This is an optimization exercise on Yosys and OpenROAD, whose aim is small area and a short achievable clock period, not a production implementation. Function was checked by simulation only, so behaviour that the tests miss may differ from the original. No activity file was given, so power comes from the tool's default toggle rates.

## design/flow/flow/run.sh

```bash
#!/bin/bash
# Own layout flow: the standard synthesis unchanged, then the standard
# ORFS layout with the ports buffered by plain buffers (buf_2) instead of
# the delay buffers buffer_ports would pick, and delay cells kept out of
# the resizer's choices. Each make run logs to a file of its own here.
set -uo pipefail
cd "$(dirname "$0")/.."
bash standard.sh synth > flow_synth.log 2>&1 || exit 1
export DONT_USE_CELLS="sky130_fd_sc_hd__clkdlybuf4s* sky130_fd_sc_hd__dlygate4sd*"
bash standard.sh "BUFFER_PORTS_ARGS=-buffer_cell sky130_fd_sc_hd__buf_2" finish > flow_layout.log 2>&1 || exit 1
```

## design/flow/standard.sh

```bash
#!/bin/bash
# synth_recipe.tcl (not shown) runs the flow's synth.tcl, then flattens the netlist and writes it again
# the make line also repeats each setting of config.mk as NAME=value (left out here)
make -C /OpenROAD-flow-scripts/flow DESIGN_CONFIG=/design/flow/config.mk WORK_HOME=/design/flow/orfs CLKGATE_MAP_FILE= SYNTH_SCRIPT=/design/flow/synth_recipe.tcl "${@:-finish}"
```

## design/flow/config.mk

```make
export PLATFORM = sky130hd
export DESIGN_NAME = vstore_buf
export DESIGN_NICKNAME = vstore_buf
export VERILOG_FILES = /design/flow/design.v
export SDC_FILE = /design/flow/constraint.sdc
export NUM_CORES = 4
export LEC_CHECK = 0
export CAP_MARGIN = 20
export CORE_MARGIN = 2
export CORE_UTILIZATION = 60
export CTS_CLUSTER_DIAMETER = 80
export CTS_CLUSTER_SIZE = 25
export PLACE_DENSITY = 0.75
export SETUP_SLACK_MARGIN = 2.5
export SLEW_MARGIN = 20
export TNS_END_PERCENT = 5
```

## design/flow/constraint.sdc

```tcl
create_clock -name core_clock -period 9.0 [get_ports {clk}]
set_input_delay 1.8000 -clock core_clock [delete_from_list [all_inputs] [get_ports {clk}]]
set_output_delay 1.8000 -clock core_clock [all_outputs]
set_load 0.01 [all_outputs]
```

## design/flow/design.v

```verilog
package vstore_pkg;
    localparam logic [31:0]   RST_WORD = 32'hbeefdead;
    localparam logic [1023:0] RST_REP  = {32{RST_WORD}};
    function automatic logic [31:0] ptr_age(
        input logic [31:0] ptr,
        input logic [31:0] base,
        input int unsigned w
    );
        ptr_age = (ptr - base) & ((32'd1 << w) - 32'd1);
    endfunction
endpackage
module vstore_fwd
#(
    parameter int DEPTH  = 8,
    parameter int ADDR_W = 16,
    parameter int BE_W   = 4,
    parameter int IDX_W  = $clog2(DEPTH)
) (
    input  logic                        ld_en,
    input  logic [ADDR_W-1:0]           ld_addr,
    input  logic [BE_W-1:0]             ld_be,
    input  logic [IDX_W:0]              ld_tail,
    input  logic [IDX_W:0]              head,
    input  logic [DEPTH-1:0]            filled,
    input  logic [DEPTH-1:0][ADDR_W-1:0] e_addr,
    input  logic [DEPTH-1:0][BE_W-1:0]   e_be,
    input  logic [DEPTH-1:0][BE_W*8-1:0] e_data,
    output logic [BE_W-1:0]             ld_hit_be,
    output logic [BE_W*8-1:0]           ld_data,
    output logic                        ld_stall
);
    logic [DEPTH-1:0] ge_h, lt_t, inwin, eq;
    logic             wrap, lt_h, stall, ok;
    always_comb begin
        wrap = ld_tail[IDX_W] ^ head[IDX_W];
        for (int i = 0; i < DEPTH; i++) begin
            ge_h[i]  = IDX_W'(i) >= head[IDX_W-1:0];
            lt_t[i]  = IDX_W'(i) <  ld_tail[IDX_W-1:0];
        end
        lt_h = |(~lt_t & ~ge_h);
        for (int i = 0; i < DEPTH; i++) begin
            inwin[i] = wrap ? (ge_h[i] | lt_t[i] | !lt_h) : (ge_h[i] & lt_t[i]) | lt_h;
            eq[i]    = e_addr[i] == ld_addr;
        end
        stall    = |(inwin & ~filled);
        ok       = ld_en && !stall;
        ld_stall = ld_en && stall;
    end
    logic [DEPTH-1:0] yng [DEPTH];
    always_comb
        for (int i = 0; i < DEPTH; i++)
            for (int j = 0; j < DEPTH; j++)
                if (j > i)      yng[i][j] = !(ge_h[j] && !ge_h[i]);
                else if (j < i) yng[i][j] = ge_h[i] && !ge_h[j];
                else            yng[i][j] = 1'b0;
    for (genvar b = 0; b < BE_W; b++) begin : g_byte
        logic [DEPTH-1:0] m, sel;
        logic [7:0]       d;
        always_comb begin
            for (int i = 0; i < DEPTH; i++)
                m[i] = eq[i] && inwin[i] && e_be[i][b];
            for (int i = 0; i < DEPTH; i++)
                sel[i] = m[i] && !(|(m & yng[i]));
            d = '0;
            for (int i = 0; i < DEPTH; i++)
                d = d | ({8{sel[i]}} & e_data[i][b*8 +: 8]);
            ld_hit_be[b]      = ok && ld_be[b] && (|m);
            ld_data[b*8 +: 8] = {8{ok && ld_be[b]}} & d;
        end
    end
endmodule
module vstore_buf
#(
    parameter int DEPTH  = 8,
    parameter int ADDR_W = 16,
    parameter int DATA_W = 32,
    parameter int BE_W   = DATA_W / 8,
    parameter int IDX_W  = $clog2(DEPTH)
) (
    input  logic              clk,
    input  logic              nrst,
    input  logic              flush,
    input  logic              alloc_en,
    output logic              alloc_ready,
    output logic [IDX_W-1:0]  alloc_idx,
    output logic [IDX_W:0]    tail_ptr,
    input  logic              fill_en,
    input  logic [IDX_W-1:0]  fill_idx,
    input  logic [ADDR_W-1:0] fill_addr,
    input  logic [BE_W-1:0]   fill_be,
    input  logic [DATA_W-1:0] fill_data,
    input  logic              commit_en,
    output logic              commit_err,
    input  logic              ld_en,
    input  logic [ADDR_W-1:0] ld_addr,
    input  logic [BE_W-1:0]   ld_be,
    input  logic [IDX_W:0]    ld_tail,
    output logic [BE_W-1:0]   ld_hit_be,
    output logic [DATA_W-1:0] ld_data,
    output logic              ld_stall,
    output logic              mem_req,
    output logic [ADDR_W-1:0] mem_addr,
    output logic [BE_W-1:0]   mem_be,
    output logic [DATA_W-1:0] mem_data,
    input  logic              mem_ack,
    output logic              empty,
    output logic [IDX_W:0]    count
);
    logic [IDX_W:0]                head, cmt, tail, cmt_nx, ucnt;
    logic [DEPTH-1:0]              filled, we, hsel;
    logic [DEPTH-1:0][ADDR_W-1:0]  e_addr;
    logic [DEPTH-1:0][BE_W-1:0]    e_be;
    logic [DEPTH-1:0][DATA_W-1:0]  e_data;
    logic                          full, alloc_fire, fill_go;
    logic                          commit_ok, drain;
    logic [IDX_W-1:0]              head_i, cmt_i, tail_i;
    assign head_i = head[IDX_W-1:0];
    assign cmt_i  = cmt[IDX_W-1:0];
    assign tail_i = tail[IDX_W-1:0];
    always_comb begin
        count       = tail - head;
        full        = count[IDX_W];
        empty       = (count == '0);
        alloc_ready = !full;
        alloc_idx   = tail_i;
        tail_ptr    = tail;
        alloc_fire  = alloc_en && !full && !flush;
        ucnt        = tail - cmt;
        fill_go     = fill_en && !flush && (IDX_W+1)'(IDX_W'(fill_idx - cmt_i)) < ucnt;
        for (int i = 0; i < DEPTH; i++)
            we[i] = fill_go && (fill_idx == IDX_W'(i));
        commit_ok   = commit_en && (cmt != tail) && filled[cmt_i];
        cmt_nx      = cmt + (IDX_W+1)'(commit_ok);
        mem_req     = (head != cmt);
        drain       = mem_req && mem_ack;
        for (int i = 0; i < DEPTH; i++)
            hsel[i] = mem_req && (head_i == IDX_W'(i));
        mem_addr    = '0;
        mem_be      = '0;
        mem_data    = '0;
        for (int i = 0; i < DEPTH; i++) begin
            mem_addr = mem_addr | ({ADDR_W{hsel[i]}} & e_addr[i]);
            mem_be   = mem_be   | ({BE_W{hsel[i]}}   & e_be[i]);
            mem_data = mem_data | ({DATA_W{hsel[i]}} & e_data[i]);
        end
    end
    always_ff @(posedge clk or negedge nrst) begin
        if (!nrst) begin
            head       <= '0;
            cmt        <= '0;
            tail       <= '0;
            commit_err <= 1'b0;
        end else begin
            head       <= head + (IDX_W+1)'(drain);
            cmt        <= cmt_nx;
            tail       <= flush ? cmt_nx : tail + (IDX_W+1)'(alloc_fire);
            commit_err <= commit_en && !commit_ok;
        end
    end
    always_ff @(posedge clk or negedge nrst) begin
        if (!nrst) begin
            filled <= '0;
        end else begin
            for (int i = 0; i < DEPTH; i++) begin
                if (alloc_fire && tail_i == IDX_W'(i))
                    filled[i] <= 1'b0;
                if (we[i])
                    filled[i] <= 1'b1;
            end
        end
    end
    always_ff @(posedge clk) begin
        for (int i = 0; i < DEPTH; i++) begin
            if (we[i]) begin
                e_addr[i] <= fill_addr;
                e_be[i]   <= fill_be;
                e_data[i] <= fill_data;
            end
        end
    end
    vstore_fwd #(
        .DEPTH  (DEPTH),
        .ADDR_W (ADDR_W),
        .BE_W   (BE_W),
        .IDX_W  (IDX_W)
    ) u_fwd (
        .ld_en     (ld_en),
        .ld_addr   (ld_addr),
        .ld_be     (ld_be),
        .ld_tail   (ld_tail),
        .head      (head),
        .filled    (filled),
        .e_addr    (e_addr),
        .e_be      (e_be),
        .e_data    (e_data),
        .ld_hit_be (ld_hit_be),
        .ld_data   (ld_data),
        .ld_stall  (ld_stall)
    );
endmodule
```

==> run summary, run 1 <==
- Cell Rows: 70
- Non-Filler Instances: 2,488
- Routed wire per std cell: 34.21 microns
- RSZ-0062 raised after global routing: true
- Peak VDD IR: 231.3 uV
- Maximum buffer depth of the clock tree: 3
- GR met2 Demand/Resource: 0.6224
- Via-per-instance ratio: 7.882
- Reg2Reg Setup Slack: 4.91 ns
- CP max FO: 8
- Placer Congestion: 1.101
- Num CTS Buffers: 25
- Fin Setup TNS: 0 ns
- Final WS setup: 2.340 ns
- Period utilization: 0.7400
- Number of nets in the layout: 2,114
- Antenna violations before repair: 4
- Htree depth: 1
- 1st-pass router iterations: 10
- Largest net degree at the start of global routing: 54
- DR iter-0 viols: 3,722
- Slew Viols, Final: 0
- Clock sink count: 437
- Initial Util: 0.6100
- Final WL: 85,110 microns
- Grt peak-use layer: met2
- Number of synthesized flops with an enable pin: 416
- DP Cell Count: 2,319
- Critical path endpoint category: output port
- Top_reg_cell synth: edfxtp_1
- Post-route antenna net violation count: 0
- CP arrival: 4.86 ns
- CP Launch Type: input port
- Status: no timing/DRC/antenna violations
- Layout cell share with drive strength beyond 1: 0.3214
- CTS tree: done
- Post-Syn Area: 22,330 sq um
- Die Width: 196.9 microns
- Final number of setup-violating endpoints: 0
- Area delta synth->final: 23.35%
- Worst-Skew Late Latency: 0.59 ns
- Via count: 19,610
- Max Freq: 150.1 MHz
- Max-cap viol count: 0
- Share of the synthesized area in the top cell type: 0.5594
- Met3 Resource Use GR: 0.1153
- Vias in the first global route: 18,670
- Slew Limit Headroom: 0.2437
- Worst-path cell chain: clkbuf_4, xnor2_1, nand4_1, nor4_4, buf_4, o41a_1, o211ai_1, buf_4, a31oi_4, nor4b_2, a31oi_1, a41oi_1, buf_2
- Synth area leaders: edfxtp_1, a222oi_1, xnor2_1, dfrtp_1, nand3_1
- CP required: 7.20 ns
- Syn Inst Count: 1,726
- Most Frequent Cell on Critical Path: buf_4
- Top cell type by total area after synthesis: edfxtp_1
- Clock skew: 0.03112 ns
- CTS Hold Bufs: 0
- P_leak: 9.210 nW
- # DRC: 0
- Syn nets: 1,837
- Placeable Area: 36,610 sq um
- Clock Pin Slew Worst Setup and Hold Paths: 0.10 ns
- Power Dens Cells: 261.9 nW/um^2
- Slowest cell delay on critical path: 0.38 ns
- GR Util All Layers: 0.4221
- Fin. Hold Viols: 0
- Post-synth cell types: 99
- Synth async-reset ratio: 0.04805
- Port Buf Inserts: 190
- Total die area: 38,780 sq um
- Post-layout min period: 6.660 ns
- Met1 Use GR: 0.5918
- Post-synthesis sequential area ratio: 0.5829
- Critical path's top delay family: compound AO/OA/AOI/OAI gates
- Worst-Margin Slew: 1.134 ns
- Yosys reg bits: 437
- Avg Cell Area, Syn: 12.94 sq um
- Pre-CTS WS: 1.177 ns
- Hold Path Class: register to register
- Crit path kind: input port to output port
- Die H: 196.9 microns
- Worst path bufs/invs: 4
- HPWL Detailed: 50,580 microns
- Top Ports: 191
- First-pass GRT wire length: 120,300 microns
- Worst path slowest cell: a31oi_4
- Warnings, synthesis: 3
- Grt ovf: 0
- Worst Hold Slack: 0.5651 ns
- Root buffer cell: clkbuf_16
## worst register-to-register path, cell delays in order, from the launching register on
cell	delay (ns)
dfrtp_1	0.50
inv_1	0.20
ha_1	0.18
inv_1	0.06
fa_1	0.48
inv_1	0.04
ha_1	0.28
a21o_1	0.15
a21oi_1	0.13
nor2_1	0.06
nor3b_1	0.21
nor2b_1	0.27
nor3b_4	0.21
buf_4	0.87
## report_power, final
group,internal (mW),switching [mW]
registers,2.39,0.157
logic,1.15,2.25
clock network,0.572,0.693
total,4.11,3.10
## through the flow
stage | area (sq um) | power [mW] | utilization
2_1_floorplan | 22340 | 4.187 | -
3_3_place_gp | 23810 | 5.320 | 0.6504
3_5_place_dp | 23810 | 5.346 | 0.6504
4_1_cts | 26110 | 6.835 | 0.7132
5_1_grt | 27550 | 7.387 | 0.7524
6_report | 27550 | 7.214 | 0.7524
## final cells by class
class,instances,area (sq um)
Sequential cell,437,13020
Timing Repair Buffer,350,2502
Multi-Input combinational cell,1132,10390
Tap cell,468,585.6
Fill cell,2320,9064
Inverter,57,219.0
Clock inverter,12,133.9
Antenna cell,1,2.502
Clock buffer,31,690.7
## cell usage in the layout (no fill, tap or decap), types with 27 or more instances in the layout
| master | instances |
|---|---|
| buf_2 | 174 |
| nor2_1 | 38 |
| edfxtp_1 | 416 |
| a222oi_1 | 120 |
| nand2_1 | 104 |
| nand4_1 | 67 |
| buf_4 | 127 |
| inv_1 | 55 |
| xnor2_1 | 90 |
| a22oi_1 | 54 |
| nand3_1 | 75 |
| clkbuf_16 | 27 |
## Yosys cell counts, types with 13 or more instances
cell and n:
a222oi_1 120, ha_1 21, a31oi_1 23, nand2_1 113, and4_1 13, a22oi_1 55
nor2_1 53, o2bb2a_1 14, nand4_1 67, a32oi_1 24, a221oi_1 13, dfrtp_1 21
edfxtp_1 416, o21ai_0 19, a21oi_1 20, o22ai_1 14, nor4_1 23, o2111ai_1 13
and2_1 14, nor3_1 13, xnor2_1 121, buf_2 28, inv_1 56, clkbuf_1 61
o221a_2 17, a41oi_1 33, nand3_1 88, and3_1 16, xor2_1 27
## timing repair
| item | CTS | global route |
|---|---|---|
| resized for setup | 145 | 181 |
| pin swaps | 41 | 77 |
| setup buffers | 69 | 51 |
| cloned | 3 | 2 |
| hold endpoints to repair | 0 | 0 |
| setup endpoints to repair | 37 | 36 |
## kinds of logic (layout without fill, tap and decap cells)
group	Yosys count	count (layout)	share of synthesized area
other	0	1	0
multiplexers	4	4	0.003025
buffers and inverters	161	450	0.03115
AND/OR/NAND/NOR	474	475	0.1182
flip-flops	437	437	0.5829
adder cells (fa/ha/maj)	24	24	0.01445
AO/OA/AOI/OAI	478	481	0.1922
XOR/XNOR	148	148	0.05804
## state kept, by name (all words and copies together) (netlist names)
name and flops:
cmt 4, commit_err 1, e_addr 128, e_be 32, e_data 256, filled 8, head 4, tail 4
## final timing paths
kind | startpoint | end | cells past startpoint
max in group asynchronous | nrst | head[1] | 1
worst max-delay path | ld_addr[9] | ld_data[17] | 13
worst max register to register | tail[0] | e_be[0] | 13
worst min-delay path | cmt[3] | cmt[3] | 1
worst min register to register | cmt[3] | cmt[3] | 1
min in group asynchronous | nrst | cmt[2] | 1
## metal layers
metal | wire length (microns) | share of wire
met3 | 13360 | 0.16
met2 | 37210 | 0.44
met5 | 30 | 0.00035
met4 | 4115 | 0.048
met1 | 30390 | 0.36
==> run 2: changes to the inputs <==
--- a/design/flow/design.v
+++ b/design/flow/design.v
@@ -29,41 +29,38 @@
     output logic [BE_W*8-1:0]           ld_data,
     output logic                        ld_stall
 );
-    logic [DEPTH-1:0] ge_h, lt_t, inwin, eq;
-    logic             wrap, lt_h, stall, ok;
+    logic [DEPTH-1:0] ge_h, inwin, eq;
+    logic [DEPTH-1:0] yng [DEPTH];
+    logic [IDX_W:0]   span;
+    logic             stall, ok;
     always_comb begin
-        wrap = ld_tail[IDX_W] ^ head[IDX_W];
+        span = ld_tail - head;
         for (int i = 0; i < DEPTH; i++) begin
             ge_h[i]  = IDX_W'(i) >= head[IDX_W-1:0];
-            lt_t[i]  = IDX_W'(i) <  ld_tail[IDX_W-1:0];
-        end
-        lt_h = |(~lt_t & ~ge_h);
-        for (int i = 0; i < DEPTH; i++) begin
-            inwin[i] = wrap ? (ge_h[i] | lt_t[i] | !lt_h) : (ge_h[i] & lt_t[i]) | lt_h;
+            inwin[i] = span[IDX_W] ||
+                       (IDX_W'(IDX_W'(i) - head[IDX_W-1:0]) < span[IDX_W-1:0]);
             eq[i]    = e_addr[i] == ld_addr;
         end
-        stall    = |(inwin & ~filled);
-        ok       = ld_en && !stall;
-        ld_stall = ld_en && stall;
-    end
-    logic [DEPTH-1:0] yng [DEPTH];
-    always_comb
         for (int i = 0; i < DEPTH; i++)
             for (int j = 0; j < DEPTH; j++)
                 if (j > i)      yng[i][j] = !(ge_h[j] && !ge_h[i]);
                 else if (j < i) yng[i][j] = ge_h[i] && !ge_h[j];
                 else            yng[i][j] = 1'b0;
+        stall = |(inwin & ~filled);
+        ok    = ld_en && !stall;
+        ld_stall = ld_en && stall;
+    end
     for (genvar b = 0; b < BE_W; b++) begin : g_byte
         logic [DEPTH-1:0] m, sel;
         logic [7:0]       d;
         always_comb begin
+            d = '0;
             for (int i = 0; i < DEPTH; i++)
                 m[i] = eq[i] && inwin[i] && e_be[i][b];
-            for (int i = 0; i < DEPTH; i++)
+            for (int i = 0; i < DEPTH; i++) begin
                 sel[i] = m[i] && !(|(m & yng[i]));
-            d = '0;
-            for (int i = 0; i < DEPTH; i++)
                 d = d | ({8{sel[i]}} & e_data[i][b*8 +: 8]);
+            end
             ld_hit_be[b]      = ok && ld_be[b] && (|m);
             ld_data[b*8 +: 8] = {8{ok && ld_be[b]}} & d;
         end
==> design/flow/run.sh (new file) <==
#!/bin/bash
# synth_recipe.tcl (not shown) runs the flow's synth.tcl, then flattens the netlist and writes it again
# the make line also repeats each setting of config.mk as NAME=value (left out here)
make -C /OpenROAD-flow-scripts/flow DESIGN_CONFIG=/design/flow/config.mk WORK_HOME=/design/flow/orfs CLKGATE_MAP_FILE= SYNTH_SCRIPT=/design/flow/synth_recipe.tcl finish
==> design/flow/config.mk (replaced) <==
export PLATFORM = sky130hd
export DESIGN_NAME = vstore_buf
export DESIGN_NICKNAME = vstore_buf
export VERILOG_FILES = /design/flow/design.v
export SDC_FILE = /design/flow/constraint.sdc
export NUM_CORES = 4
export LEC_CHECK = 0
export CAP_MARGIN = 20
export CORE_MARGIN = 2
export CORE_UTILIZATION = 40
export SLEW_MARGIN = 20
removed: design/flow/flow/run.sh
removed: design/flow/standard.sh
==> run 2 against run 1 <==
Against the previous run: clock power up 45%; clock skew decreased by 0.016 ns; flip-flop and latch count unchanged; routed wire length is 4.5% lower; worst setup slack worse by 2.0 ns; final cell count increased by 8.5%; non-clock buffer count down 95; highest routed layer unchanged.
==> run summary, run 2 <==
- Status: no timing/DRC/antenna violations
- Share of the synthesized area in the top cell type: 0.5566 (-0.002806)
- Post-Syn Area: 22,450 sq um (+0.50%)
- Worst-Margin Slew: 1.118 ns (-0.01687 ns)
- Synth async-reset ratio: 0.04805 (unchanged)
- Reg-to-reg startpoint: tail[0]
- Initial Util: 0.4058 (-0.2042)
- Power Dens Cells: 303.6 nW/um^2 (+16%)
- CP arrival: 6.86 ns (+2.00 ns)
- Max-cap viol count: 0 (unchanged)
- Vias in the first global route: 18,060 (-3.3%)
- Avg Cell Area, Syn: 12.96 sq um (+0.16%)
- Reg with most FFs: e_data
- Top Ports: 191 (unchanged)
- Fin area: 26,770 sq um (-2.8%)
- Max Freq: 115.5 MHz (-23%)
- Grt ovf: 0 (unchanged)
- Via-per-instance ratio: 6.683 (-15%)
- Area delta synth->final: 19.27%
- GR Util All Layers: 0.2744 (-0.1477)
- Max reg flops: 256 (unchanged)
- Met3 Resource Use GR: 0.07217 (-0.04316)
- Grt peak-use layer: met2
- Worst-Skew Late Latency: 0.59 ns (about the same)
- Htree depth: 2 (+1)
- DP Area: 25,310 sq um (+6.3%)
- 1st-pass router iterations: 7 (-3)
- Commonest cells in the netlist: edfxtp_1, xnor2_1, a222oi_1, nand2_1, nand3_1
- CP max FO: 8 (unchanged)
- Synth area leaders: edfxtp_1, xnor2_1, a222oi_1, dfrtp_1, nand3_1
- Min-delay src: filled[1]
- CTS tree: done
- Syn Inst Count: 1,732 (+0.35%)
- Port Buf Inserts: 190 (unchanged)
- CP Launch Type: input port
- Largest net degree at the start of global routing: 54 (unchanged)
- Post-route antenna net violation count: 0 (unchanged)
- Final WL: 81,240 microns (-4.5%)
- Post-synth cell types: 89 (-10%)
- Root buffer cell: clkbuf_16
- HPWL Detailed: 49,900 microns (-1.4%)
- Top_reg_cell synth: edfxtp_1
- Slew Limit Headroom: 0.2513 (+0.007580)
- Post-layout min period: 8.660 ns (+2.000 ns)
- P_leak: 8.592 nW (-6.7%)
- Total die area: 58,020 sq um (+50%)
- Final core occ: 0.4840 (-0.2684)
- Net Sw Power: 3.322 mW (+7.1%)
- Post-cts gate resize count: 0 (-100%)
- Clock skew: 0.01559 ns (-0.01553 ns)
- Post-CTS Setup Bufs: 0 (-100%)
- Antenna violations before repair: 4 (unchanged)
- Worst Hold End: filled[1]
- DR iter-0 viols: 2,939 (-21%)
- Layout cell share with drive strength beyond 1: 0.1103 (-0.2111)
- R2R depth: 13 (unchanged)
- Placer Congestion: 0.9279 (-16%)
- Slew Viols, Final: 0 (unchanged)
- Warnings, synthesis: 3 (unchanged)
- Syn nets: 1,857 (+1.1%)
- Yosys reg bits: 437 (unchanged)
- First-pass GRT wire length: 117,200 microns (-2.6%)
- Via count: 18,040 (-8.0%)
- Fraction of power consumed by sequential logic: 0.311 (-0.042)
- Cell Rows: 86 (+23%)
- Die Width: 240.9 microns (+22%)
- Power, Total: 8.128 mW (+13%)
- Clock power share: 0.227 (+0.052)
- CTS Hold Bufs: 0 (unchanged)
- Met1 Use GR: 0.3660 (-0.2258)
- RSZ-0062 raised after global routing: false
- Post-synthesis sequential area ratio: 0.5800 (-0.002924)
- Biggest regs: e_data x256, e_addr x128, e_be x32
- Fin. Hold Viols: 0 (unchanged)
- Commonest non-fill, non-tap cell in the layout: edfxtp_1
- # DRC: 0 (unchanged)
- Fin Setup TNS: 0 ns (unchanged)
- Int Pwr: 4.805 mW (+17%)
- Most frequent cells in the layout: edfxtp_1, clkdlybuf4s50_1, xnor2_1, a222oi_1
- Placeable Area: 55,310 sq um (+51%)
- Top cell type by total area after synthesis: edfxtp_1
- Die H: 240.9 microns (+22%)
- Final number of setup-violating endpoints: 0 (unchanged)
- Period utilization: 0.9622 (+0.2222)
- Worst Hold Slack: 0.5776 ns (+0.01248 ns)
- Number of nets in the layout: 2,040 (-3.5%)
- Clock sink count: 437 (unchanged)
- Peak VDD IR: 270.3 uV (+17%)
- Critical path endpoint category: output port
- Worst r2r dst: e_data[121]
- Reg2Reg Setup Slack: 4.56 ns (-0.35 ns)
- Clock Pin Slew Worst Setup and Hold Paths: 0.06 ns (-0.04 ns)
- Crit path kind: input port to output port
- Sw Ratio: 0.4087 (-0.02138)
- Hold Path Class: register to register
- Num CTS Buffers: 47 (+88%)
- Number of synthesized flops with an enable pin: 416 (unchanged)
- GR met2 Demand/Resource: 0.4289 (-0.1936)
- Routed wire per std cell: 30.10 microns (-12%)
- CP required: 7.20 ns (about the same)
- Gate power share: 0.462 (-0.010)
- Maximum buffer depth of the clock tree: 3 (unchanged)
- Hold depth: 2 (+1)
- Top-count cell post-synth: edfxtp_1
## run 2: changes by cell type in the layout (fill, tap and decap cells not counted), sizes merged, moves of 21 or more
cell           before  now
a31oi              23   55
buf               341   65
clkdlybuf4s50       0  190
inv                62   36
o2111ai            14   39
o211ai              5   26
xnor2             121  143
## run 2: how the worst max path moves through the flow
stage / from / endpoint / slack [ns] / cells past startpoint
floorplan: fill_idx[0] / e_addr[0] / 1.08 / 11
global placement: ld_tail[0] / ld_data[10] / 0.54 / 15
global route: ld_tail[0] / ld_data[8] / 0.001 / 14
finish: ld_tail[0] / ld_data[8] / 0.34 / 14
CTS: ld_tail[0] / ld_data[8] / 0.43 / 14
detailed placement: ld_tail[0] / ld_data[8] / 0.45 / 15
## run 2: worst max-delay path, cell delays in order
cell	delay, ns
clkdlybuf4s50_1	0.46
nand2b_4	0.19
fa_1	0.40
xor2_1	0.49
inv_1	0.10
ha_1	0.29
a21oi_1	0.55
o211ai_1	0.22
a41oi_1	0.26
nand3_1	0.12
nor4_2	0.92
a31oi_1	0.18
a31oi_1	0.28
clkdlybuf4s50_1	0.58
## run 2: power groups by stage
stage          logic [mW]  registers (mW)  clock network (mW)
3_5_place_dp         3.64            2.57                   0
4_1_cts              3.67            2.53                1.87
3_3_place_gp         3.63            2.56                   0
5_1_grt              3.94            2.54                1.94
6_report             3.75            2.53                1.84
2_1_floorplan        2.03            2.53                   0
## run 2: final cells by class
type | instances | area, sq um
Fill cell | 4912 | 28540
Clock buffer | 54 | 1202
Sequential cell | 437 | 13020
Antenna cell | 2 | 5.005
Inverter | 32 | 120.1
Multi-Input combinational cell | 1142 | 8843
Timing Repair Buffer | 255 | 2415
Tap cell | 748 | 935.9
Clock inverter | 29 | 231.5
## run 2: cells by family after synthesis
logic type,count (synthesis),synth area share
compound gates,494,0.1891
flops,437,0.5800
buf+inv,153,0.03077
simple gates,450,0.1134
mux,4,0.003010
fa+ha+maj,43,0.02481
xor+xnor,151,0.05892
## run 2: routing by layer
layer / share of wire / vias up
met5: 0.00033 / -
met4: 0.037 / 4
met3: 0.12 / 257
met2: 0.45 / 1348
met1: 0.39 / 8830
li1: - / 7599
## run 2: through the flow
stage | cells | setup slack, ns
after global placement | 2613 | 0.5445
after floorplan | 1732 | 1.080
after CTS | 2696 | 0.4284
after detailed placement | 2613 | 0.4476
after global routing | 2699 | 0.001493
final | 2699 | 0.3398

-- separate check: timing with driven ports --
No port has a modelled driver above. Below, the same layouts with a new extraction and two added sets of constraints.
Step 1 (the two cells are an assumption about what drives the block):
set clk [get_ports {clk}]
set_driving_cell -lib_cell sky130_fd_sc_hd__clkbuf_16 $clk
set_driving_cell -lib_cell sky130_fd_sc_hd__buf_2 [delete_from_list [all_inputs] $clk]
Step 2 moves the port delays by t, midway between the first and last clock arrival at a register: inputs arrive t later, outputs are due t later. That takes back most of the time a late clock gives input paths.
a / b / c = no drivers / after step 1 / after step 2; a / b = the first two.
run	t (ns)	slack for setup (ns)	worst register clock-pin slew, ns	pins driven straight from the clock port
run 1	0.629	2.340 / 2.280 / 2.280	0.10 / 0.10	1
run 2	0.637	0.340 / 0.310 / 0.310	0.07 / 0.07	1
After both steps setup and hold are still met in every run listed. The setup slack of run 1, which loses most, moves by -0.060 ns with the drivers and by -0.060 ns with both steps.
